Context: an optimization exercise on an open-source flow, tuned for small area, a short achievable clock period and few clock cycles per item. The choices shown serve that exercise and are no tape-out recipe. Only simulation tests tie the RTL to the original design; equivalence was not proved.

// trial_division_prime_factorizer_unit
module trial_division_prime_factorizer_unit #(
	parameter int MAX_DIVISOR = 1048576
) (
	input  logic                         clk,
	input  logic                         arst_n,
	input  logic                         s_tvalid,
	output logic                         s_tready,
	input  logic [tdpf_pkg::NUM_W-1:0]   s_tdata,   
	output logic                         m_tvalid,
	input  logic                         m_tready,
	output logic [tdpf_pkg::TDATA_W-1:0] m_tdata,   
	output logic [tdpf_pkg::STATUS_W-1:0] m_tuser,  
	output logic                         m_tlast,
	input  logic                         cfg_valid,
	output logic                         cfg_ready,
	input  logic [tdpf_pkg::CFG_W-1:0]   cfg_data   
);
For scale: ~180 I/O pins, ~59000 µm² of cells after synthesis.
export LEC_CHECK = 0
export CAP_MARGIN = 20
export CORE_MARGIN = 2
export CORE_UTILIZATION = 55
export SETUP_SLACK_MARGIN = 1.2
export SLEW_MARGIN = 20
create_clock -name core_clock -period 6.0 [get_ports {clk}]
run.sh (not shown) runs the stock make flow with config.mk's settings and CLKGATE_MAP_FILE= SYNTH_SCRIPT=/design/flow/synth_recipe.tcl, a recipe that flattens the netlist after the stock synthesis.
The first run finished clean.
Testbench counts at the start, summed over its fixed seeds: cycles 52,381, items 320.
Then changed:
--- a/flow/design.v
+++ b/flow/design.v
@@ -2966,19 +2966,18 @@
 			end
 			S_TEST: begin
 				cyc_q  <= cyc_q + 1'b1;
 				left_q <= left_q - 8'(K);
 			end
 			S_WRITE: begin
 				cyc_q  <= cyc_q + 1'b1;
 				left_q <= left_q - 8'(K);
 				seen_q <= seen_n;
-				if (q != '0) l_q <= 7'(K * cyc_q) + 7'(bitlenk(q));
 				for (int j = 0; j < 64; j++) begin
 					if (cyc_q == CW'(j / K)) p_q[j] <= q[j % K];
 					else if (cyc_q < CW'(j / K) && (left_q[7] || left_q <= 8'(K))) p_q[j] <= 1'b0;
 				end
 			end
 			S_WB: begin
 				retest_q <= 1'b1;
 				same_q   <= 1'b1;
 				ne_q     <= 1'b1;
@@ -3044,18 +3043,19 @@
 				cn_q[i]  <= '0;
 				cin_q[i] <= 1'b0;
 			end
 		end
 		if (state_q == S_WRITE || state_q == S_WB) begin
 			sr_q  <= sr_st;
 			cr_q  <= cr_st;
 			cir_q <= cir_st;
 			qr_q  <= q;
+			if (qr_q != '0) l_q <= 7'(K * CW'(cyc_q - 1'b1)) + 7'(bitlenk(qr_q));
 		end else begin
 			sr_q  <= '0;
 			cr_q  <= '0;
 			cir_q <= 1'b0;
 			qr_q  <= '0;
 		end
 		if (fin_now) begin
 			extra_q <= fin_extra;
 			cof_q   <= cof_now;
Effect:
- The new run completed without violations
- utilization shrinks by 0.16 points
- sequential share of layout area climbs by 0.20 points
- area after synthesis came out lower slightly
- die area went down slightly
Testbench counts after the change, summed over its fixed seeds: cycles 52,381, items 320.

========
== v6 ==
trial_division_prime_factorizer_unit, a different RTL version from the one above (not shown whole).
For scale: about 6300 cells after synthesis, about 180 I/O pins, ~63000 um2 of cells after synthesis.
==> flow/design.v (excerpt) <==
module trial_division_prime_factorizer_unit #(
	parameter int MAX_DIVISOR = 1048576
) (
	input  logic                         clk,
	input  logic                         arst_n,
	input  logic                         s_tvalid,
	output logic                         s_tready,
	input  logic [tdpf_pkg::NUM_W-1:0]   s_tdata,   
	output logic                         m_tvalid,
	input  logic                         m_tready,
	output logic [tdpf_pkg::TDATA_W-1:0] m_tdata,   
	output logic [tdpf_pkg::STATUS_W-1:0] m_tuser,  
	output logic                         m_tlast,
	input  logic                         cfg_valid,
	output logic                         cfg_ready,
	input  logic [tdpf_pkg::CFG_W-1:0]   cfg_data   
);
==> flow/config.mk <==
export PLATFORM = sky130hd
export DESIGN_NAME = trial_division_prime_factorizer_unit
export DESIGN_NICKNAME = trial_division_prime_factorizer_unit
export VERILOG_FILES = /design/flow/design.v
export SDC_FILE = /design/flow/constraint.sdc
export NUM_CORES = 4
export LEC_CHECK = 0
export CAP_MARGIN = 20
export CORE_MARGIN = 2
export CORE_UTILIZATION = 55
export SETUP_SLACK_MARGIN = 1.2
export SLEW_MARGIN = 20
==> flow/constraint.sdc <==
create_clock -name core_clock -period 6.0 [get_ports {clk}]
set_input_delay 1.2000 -clock core_clock [delete_from_list [all_inputs] [get_ports {clk}]]
set_output_delay 1.2000 -clock core_clock [all_outputs]
set_load 0.01 [all_outputs]
Testbench counts of v6, summed over its fixed seeds: cycles 49,337, items 320.
Changes in v7 relative to v6:
--- a/flow/design.v
+++ b/flow/design.v
@@ -2569,21 +2569,21 @@
 	output logic [tdpf_pkg::TDATA_W-1:0] m_tdata,   
 	output logic [tdpf_pkg::STATUS_W-1:0] m_tuser,  
 	output logic                         m_tlast,
 	input  logic                         cfg_valid,
 	output logic                         cfg_ready,
 	input  logic [tdpf_pkg::CFG_W-1:0]   cfg_data   
 );
 	localparam int K  = 4;                    
 	localparam int W  = 20;                   
 	localparam int WN = 10;                   
-	localparam int M  = 7;                    
+	localparam int M  = 5;                    
 	localparam int NC = (64 + K - 1) / K;     
 	localparam int CW = $clog2(NC);
 	localparam int LI = (M > 1) ? $clog2(M) : 1;
 	typedef enum logic [3:0] {
 		S_IDLE, S_TWO, S_SEL, S_TEST, S_EVAL, S_WRITE, S_WB, S_OUT
 	} state_t;
 	state_t        state_q;
 	logic [20:0]   cfg_q;
 	logic [63:0]   p_q;         
 	logic [6:0]    l_q;         
Findings:
No stage failed in v7, and the final checks on the layout all came back clean.
v7 vs v6 — global-route met2 utilization dropped 0.36 points.
Compared with v6, v7 shows wire length of the first global-routing pass that has gone down by more than 10%.
Of v7 and v6, the run reporting the higher post-route standard cell area excluding fillers was v6.
Run comparison: v6 first element of the critical path ci0_q; v7 first element of the critical path cr_q[0]
Against v6 as the reference, v7 delivers a higher number of diodes.
Share of cell area taken by flip-flops and latches is higher on v7
Compared with v6, v7 shows a final setup skew that is 0.019 ns higher.
The core utilization in v7 was lower than what v6 gave.
Testbench counts of v7, summed over its fixed seeds: cycles 56,858, items 320.

==> re-timing with driven ports <==
How much do the figures lean on ideal ports? The routed layouts below were timed once more, with nothing changed but the port constraints. Step 1, drivers: a clkbuf_16 drives clk and a buf_2 each remaining input, both assumed. Step 2, shift: input delay + t, output delay - t, t = (earliest + latest rising clock arrival at the registers) / 2. This alone moves slack from input paths to output paths. Slacks: no drivers / after step 1 / after step 2; pairs: no drivers / after step 1.
run | shift t [ns] | setup slack, ns | worst setup path at the end | latest minus earliest clock arrival (ns) | worst slew at a driven data input, ns
the first run of note 1 | 0.769 | 1.143 / 1.062 / 1.148 | register to register | 0.032 / 0.032 | 0.04
the second run of note 1 | 0.760 | 1.184 / 1.167 / 1.184 | register to register | 0.058 / 0.058 | 0.07
v6 | 0.783 | 1.051 / 1.038 / 1.051 | register to register | 0.068 / 0.068 | 0.04
v7 | 0.756 | 1.049 / 1.049 / 1.049 | register to register | 0.086 / 0.087 | 0.10
After both steps every run listed still meets setup and hold.
